What follows belongs to an exercise in optimizing a design on an open flow for small area and a short achievable clock period; a production flow would make more cautious choices.
In this exercise RTL edits were held to simulation tests only and were not proved equivalent to the original.
The clock port is modelled as an ideal driver; clocking choices that lean on that would not hold on a real chip.

north:
// mac_top
module mac_top #(
   parameter int A_WIDTH = 18,
   parameter int B_WIDTH = 18,
   parameter int P_WIDTH = 48
) (
   input  logic                      clk,
   input  logic                      rst_n,
   input  logic signed [A_WIDTH-1:0] data_a,
   input  logic signed [B_WIDTH-1:0] data_b,
   input  mac_pkg::mac_op_e          op,
   input  logic                      activate_mac,
   output logic signed [P_WIDTH-1:0] data_p,
   output logic                      p_valid
);
export LEC_CHECK = 0
export ABC_AREA = 1
export CAP_MARGIN = 20
export CORE_MARGIN = 2
export CORE_UTILIZATION = 40
export CTS_BUF_LIST = sky130_fd_sc_hd__clkbuf_4 sky130_fd_sc_hd__clkbuf_8
export HOLD_SLACK_MARGIN = 0.1
export SLEW_MARGIN = 20
create_clock -name core_clock -period 10.0 [get_ports {clk}]
standard.sh (not shown) runs the stock make flow with config.mk's settings and CLKGATE_MAP_FILE= SYNTH_SCRIPT=/design/flow/synth_recipe.tcl, a recipe that flattens the netlist after the stock synthesis.
==> flow/flow/run.sh <==
#!/bin/bash
# The standard layout, with these changes in how it is made:
# - Yosys's synth runs without its early ABC pass (-noabc), so the full
#   adders it extracts keep their polarity (no inverters between them);
# - the port buffers are the smallest buffer (buf_1) instead of the
#   default clkdlybuf4s50_1; every port is still buffered;
# - after CTS, flow/pq_clock_delay.tcl puts delay chains in front of the
#   result register's clock (useful skew for the register-to-register
#   multiply-add paths);
# - only the setup repair after global routing, the first that sees that
#   skew, is given a setup margin (flow/grt_margin.tcl).
export SYNTH_ARGS="-noabc"
export BUFFER_PORTS_ARGS="-buffer_cell sky130_fd_sc_hd__buf_1"
export POST_CTS_TCL="$PWD/flow/pq_clock_delay.tcl"
export PQ_DLY_CELLS="sky130_fd_sc_hd__clkdlybuf4s50_1 sky130_fd_sc_hd__clkdlybuf4s50_1 sky130_fd_sc_hd__clkdlybuf4s50_1"
export PQ_SKIP_BITS=8
export PQ_BUF_CELL=sky130_fd_sc_hd__clkbuf_8
export PRE_GLOBAL_ROUTE_TCL="$PWD/flow/grt_margin.tcl"
bash standard.sh > standard.log 2>&1
Other scripts of this flow, unchanged in this note and not shown: flow/flow/grt_margin.tcl, flow/flow/pq_clock_delay.tcl
Modified inputs, south compared to north
--- a/flow/config.mk
+++ b/flow/config.mk
@@ -12,3 +12,3 @@
 export CTS_BUF_LIST = sky130_fd_sc_hd__clkbuf_4 sky130_fd_sc_hd__clkbuf_8
-export HOLD_SLACK_MARGIN = 0.1
+export HOLD_SLACK_MARGIN = 0.05
 export SLEW_MARGIN = 20
Notes after the runs:
FAIL: south; every other run in south and north is clean
Actual slew at the worst max-slew pin (lower): north
Delta (south minus north): routed wire length stayed essentially flat; register bit count reported by yosys held; cell area after layout lost 0.31%; total iterations of the first detailed-routing run climbed 2.

---

Setup of run 1:
mac_top, a different RTL version from the one above (not shown whole).
For scale: ~97 flip-flops.
Settings: LEC_CHECK=0, ABC_AREA=1, CAP_MARGIN=20, CORE_MARGIN=2, CORE_UTILIZATION=40, SETUP_SLACK_MARGIN=5, SLEW_MARGIN=20; clock period 10.0 ns.
==> flow/flow/run.sh <==
#!/bin/bash
# The standard layout, with two changes in how it is made:
# - Yosys's synth runs without its early ABC pass (-noabc), so the full
#   adders it extracts keep their polarity (no inverters between them);
# - the port buffers are the smallest buffer (buf_1) instead of the
#   default clkdlybuf4s50_1; every port is still buffered.
export SYNTH_ARGS="-noabc"
export BUFFER_PORTS_ARGS="-buffer_cell sky130_fd_sc_hd__buf_1"
bash standard.sh > standard.log 2>&1
Every stage of the flow completed for run 1, and the final layout passed the timing, DRC and antenna checks.
Input changes introduced in run 2 (baseline for comparison: run 1):
==> flow/flow/run.sh <==
#!/bin/bash
# The standard layout, with these changes in how it is made:
# - Yosys's synth runs without its early ABC pass (-noabc), so the full
#   adders it extracts keep their polarity (no inverters between them);
# - the port buffers are the smallest buffer (buf_1) instead of the
#   default clkdlybuf4s50_1; every port is still buffered;
# - before CTS, flow/pq_clock_delay.tcl puts a delay chain in front of the
#   result register's clock (useful skew for the register-to-register
#   multiply-add paths); CTS builds the clock tree around it.
export SYNTH_ARGS="-noabc"
export BUFFER_PORTS_ARGS="-buffer_cell sky130_fd_sc_hd__buf_1"
export PRE_CTS_TCL="$PWD/flow/pq_clock_delay.tcl"
export PQ_DLY_CELL=sky130_fd_sc_hd__clkdlybuf4s50_1
export PQ_DLY_STAGES=2
bash standard.sh > standard.log 2>&1
==> flow/flow/pq_clock_delay.tcl (new file) <==
# Pre-CTS hook: the result register p_q gets its clock through a short
# chain of delay cells, so its clock arrives later than the operand
# registers'. This is useful skew for the operand -> result paths (the
# long multiply-add paths); the result register's own feedback path sees
# the same delay at both ends. CTS then builds the tree below the chain.
set block [ord::get_db_block]
set db [ord::get_db]
set master [$db findMaster $::env(PQ_DLY_CELL)]
set nst $::env(PQ_DLY_STAGES)
set flops {}
foreach inst [$block getInsts] {
  if {[string match {p_q\[*} [$inst getName]]} { lappend flops $inst }
}
puts "pq_clock_delay: [llength $flops] result flops, $nst x $::env(PQ_DLY_CELL)"
set clknet [[[lindex $flops 0] findITerm CLK] getNet]
set sx 0; set sy 0
foreach f $flops {
  set bb [$f getBBox]
  set sx [expr {$sx + [$bb xMin]}]; set sy [expr {$sy + [$bb yMin]}]
}
set cx [expr {int($sx / [llength $flops])}]
set cy [expr {int($sy / [llength $flops])}]
set prev $clknet
for {set k 0} {$k < $nst} {incr k} {
  set inst [odb::dbInst_create $block $master "pq_clkdly_$k"]
  set out [odb::dbNet_create $block "pq_clk_$k"]
  $out setSigType CLOCK
  [$inst findITerm A] connect $prev
  [$inst findITerm X] connect $out
  $inst setLocation $cx $cy
  $inst setPlacementStatus PLACED
  set prev $out
}
foreach f $flops {
  set it [$f findITerm CLK]
  $it disconnect
  $it connect $prev
}
global_connect
detailed_placement
check_placement -verbose
Notes after the runs:
- Xor and xnor fraction of the mapped netlist area: run 2 vs run 1 identical
- Compared run 2 against run 1; number of core rows within noise.
- Fraction of the mapped netlist area in simple logic gates delta (run 1 -> run 2): insignificant
- Diff run 2..run 1 | HPWL after detailed placement | negligible
- Run 2 never completed, since it errored out during 4_1_cts.
- Run 1 -> run 2: synthesized cell count delta 0, exact match
- Arithmetic-cell share of the synthesized area counting full adders, half adders and majority gates came out exactly the same in run 2 and run 1.
## Diff of input files: run 3 against run 2
--- a/flow/flow/pq_clock_delay.tcl
+++ b/flow/flow/pq_clock_delay.tcl
@@ -11,5 +11,8 @@
 foreach inst [$block getInsts] {
-  if {[string match {p_q\[*} [$inst getName]]} { lappend flops $inst }
+  if {[regexp {^p_q} [$inst getName]] && [string match sky130_fd_sc_hd__df* [[$inst getMaster] getName]]} {
+    lappend flops $inst
+  }
 }
 puts "pq_clock_delay: [llength $flops] result flops, $nst x $::env(PQ_DLY_CELL)"
+if {[llength $flops] != 48} { error "pq_clock_delay: expected 48 result flops" }
 set clknet [[[lindex $flops 0] findITerm CLK] getNet]
Run 3: no failed stages, no open violations at the end
From run 2 to run 3, simple-gate area share of the yosys netlist did not move at all.
Comparing run 3 against run 2, there is no change at all in async set or reset register ratio after synthesis.
Synthesized instance count came out exactly the same in run 2 and run 3.
From run 3 to run 2, fraction of synthesized cell area in xor and xnor cells did not move at all.

---

## run Y
Starting RTL as in the previous note.
export LEC_CHECK = 0
export ABC_AREA = 1
export CAP_MARGIN = 20
export CORE_MARGIN = 2
export CORE_UTILIZATION = 40
export HOLD_SLACK_MARGIN = 0.05
export SETUP_SLACK_MARGIN = 5
export SLEW_MARGIN = 20
create_clock -name core_clock -period 10.0 [get_ports {clk}]
==> flow/flow/run.sh <==
#!/bin/bash
# The standard layout, with these changes in how it is made:
# - Yosys's synth runs without its early ABC pass (-noabc), so the full
#   adders it extracts keep their polarity (no inverters between them);
# - the port buffers are the smallest buffer (buf_1) instead of the
#   default clkdlybuf4s50_1; every port is still buffered;
# - after CTS, flow/pq_clock_delay.tcl puts delay chains in front of the
#   result register's clock (useful skew for the register-to-register
#   multiply-add paths).
export SYNTH_ARGS="-noabc"
export BUFFER_PORTS_ARGS="-buffer_cell sky130_fd_sc_hd__buf_1"
export POST_CTS_TCL="$PWD/flow/pq_clock_delay.tcl"
export PQ_DLY_CELLS="sky130_fd_sc_hd__clkdlybuf4s50_1 sky130_fd_sc_hd__clkdlybuf4s50_1 sky130_fd_sc_hd__clkdlybuf4s25_1"
export PQ_SKIP_BITS=8
export PQ_BUF_CELL=sky130_fd_sc_hd__clkbuf_8
bash standard.sh > standard.log 2>&1
Other scripts of this flow, unchanged in this note and not shown: flow/flow/pq_clock_delay.tcl
To summarise run Y: no stage aborted, but the layout did not pass its checks, failing on negative hold slack.
Setup changes, run Y to run E
# run Y
export LEC_CHECK = 0
export ABC_AREA = 1
export CAP_MARGIN = 20
export CORE_MARGIN = 2
export CORE_UTILIZATION = 40
export HOLD_SLACK_MARGIN = 0.05
export SETUP_SLACK_MARGIN = 5
export SLEW_MARGIN = 20
create_clock -name core_clock -period 10.0 [get_ports {clk}]
# run E
export LEC_CHECK = 0
export ABC_AREA = 1
export CAP_MARGIN = 20
export CORE_MARGIN = 2
export CORE_UTILIZATION = 40
export HOLD_SLACK_MARGIN = 0.05
export SLEW_MARGIN = 20
create_clock -name core_clock -period 10.0 [get_ports {clk}]
-- flow/flow/run.sh --
<<< run Y, line 13
export PQ_DLY_CELLS="sky130_fd_sc_hd__clkdlybuf4s50_1 sky130_fd_sc_hd__clkdlybuf4s50_1 sky130_fd_sc_hd__clkdlybuf4s25_1"
>>> run E, line 13
export PQ_DLY_CELLS="sky130_fd_sc_hd__clkdlybuf4s50_1 sky130_fd_sc_hd__clkdlybuf4s50_1 sky130_fd_sc_hd__clkdlybuf4s50_1 sky130_fd_sc_hd__clkdlybuf4s25_1"
[summary]
The flow completed for run E, but it is not clean: the layout still shows negative hold slack. Run E vs. run Y: final period demand of the worst path went up 1.83 ns; number of cells on the worst hold path went down 4. Against run Y, run E comes in about 11% lower on first-pass GRT wire length.

==> what the ideal ports hide <==
In the flow no input, the clock included, has a driving cell. The finished layouts below were timed again as built, in two steps.
Step 1 sets driving cells, clkbuf_16 on the clock port and buf_2 on the other inputs (assumed; they add their load-dependent delay and slew).
Step 2, shift: input delay + t, output delay - t, t = (earliest + latest rising clock arrival at the registers) / 2. This alone moves slack from input paths to output paths.
a / b / c = no drivers / after step 1 / after step 2; a / b = the first two.
| run | shift t [ns] | setup WS [ns] | hold WS [ns] | latest minus earliest clock arrival (ns) | slew at the worst register clock pin (ns) | worst slew at a driven data input, ns |
|---|---|---|---|---|---|---|
| north | 1.241 | 5.455 / 5.410 / 5.538 | 0.066 / 0.066 / 0.066 | 1.662 / 1.661 | 0.11 / 0.11 | 0.07 |
| south | 1.244 | 5.449 / 5.405 / 5.546 | -0.043 / -0.043 / -0.043 | 1.664 / 1.665 | 0.11 / 0.11 | 0.07 |
| run 1 | 0.415 | 4.364 / 4.364 / 4.364 | 0.353 / 0.353 / 0.353 | 0.016 / 0.017 | 0.08 / 0.08 | 0.04 |
| run 3 | 1.615 | 4.355 / 4.355 / 4.355 | 0.351 / 0.351 / 0.351 | 0.069 / 0.069 | 0.08 / 0.08 | 0.04 |
| run Y | 1.103 | 5.695 / 5.651 / 5.729 | -0.061 / -0.061 / -0.061 | 1.409 / 1.410 | 0.09 / 0.09 | 0.04 |
| run E | 1.335 | 3.868 / 3.868 / 3.868 | -0.029 / -0.029 / -0.029 | 1.864 / 1.864 | 0.09 / 0.09 | 0.04 |
In north, south, run Y and run E the clock reaches the registers at very different times; t lies between them, and the last value is a rough guide only.
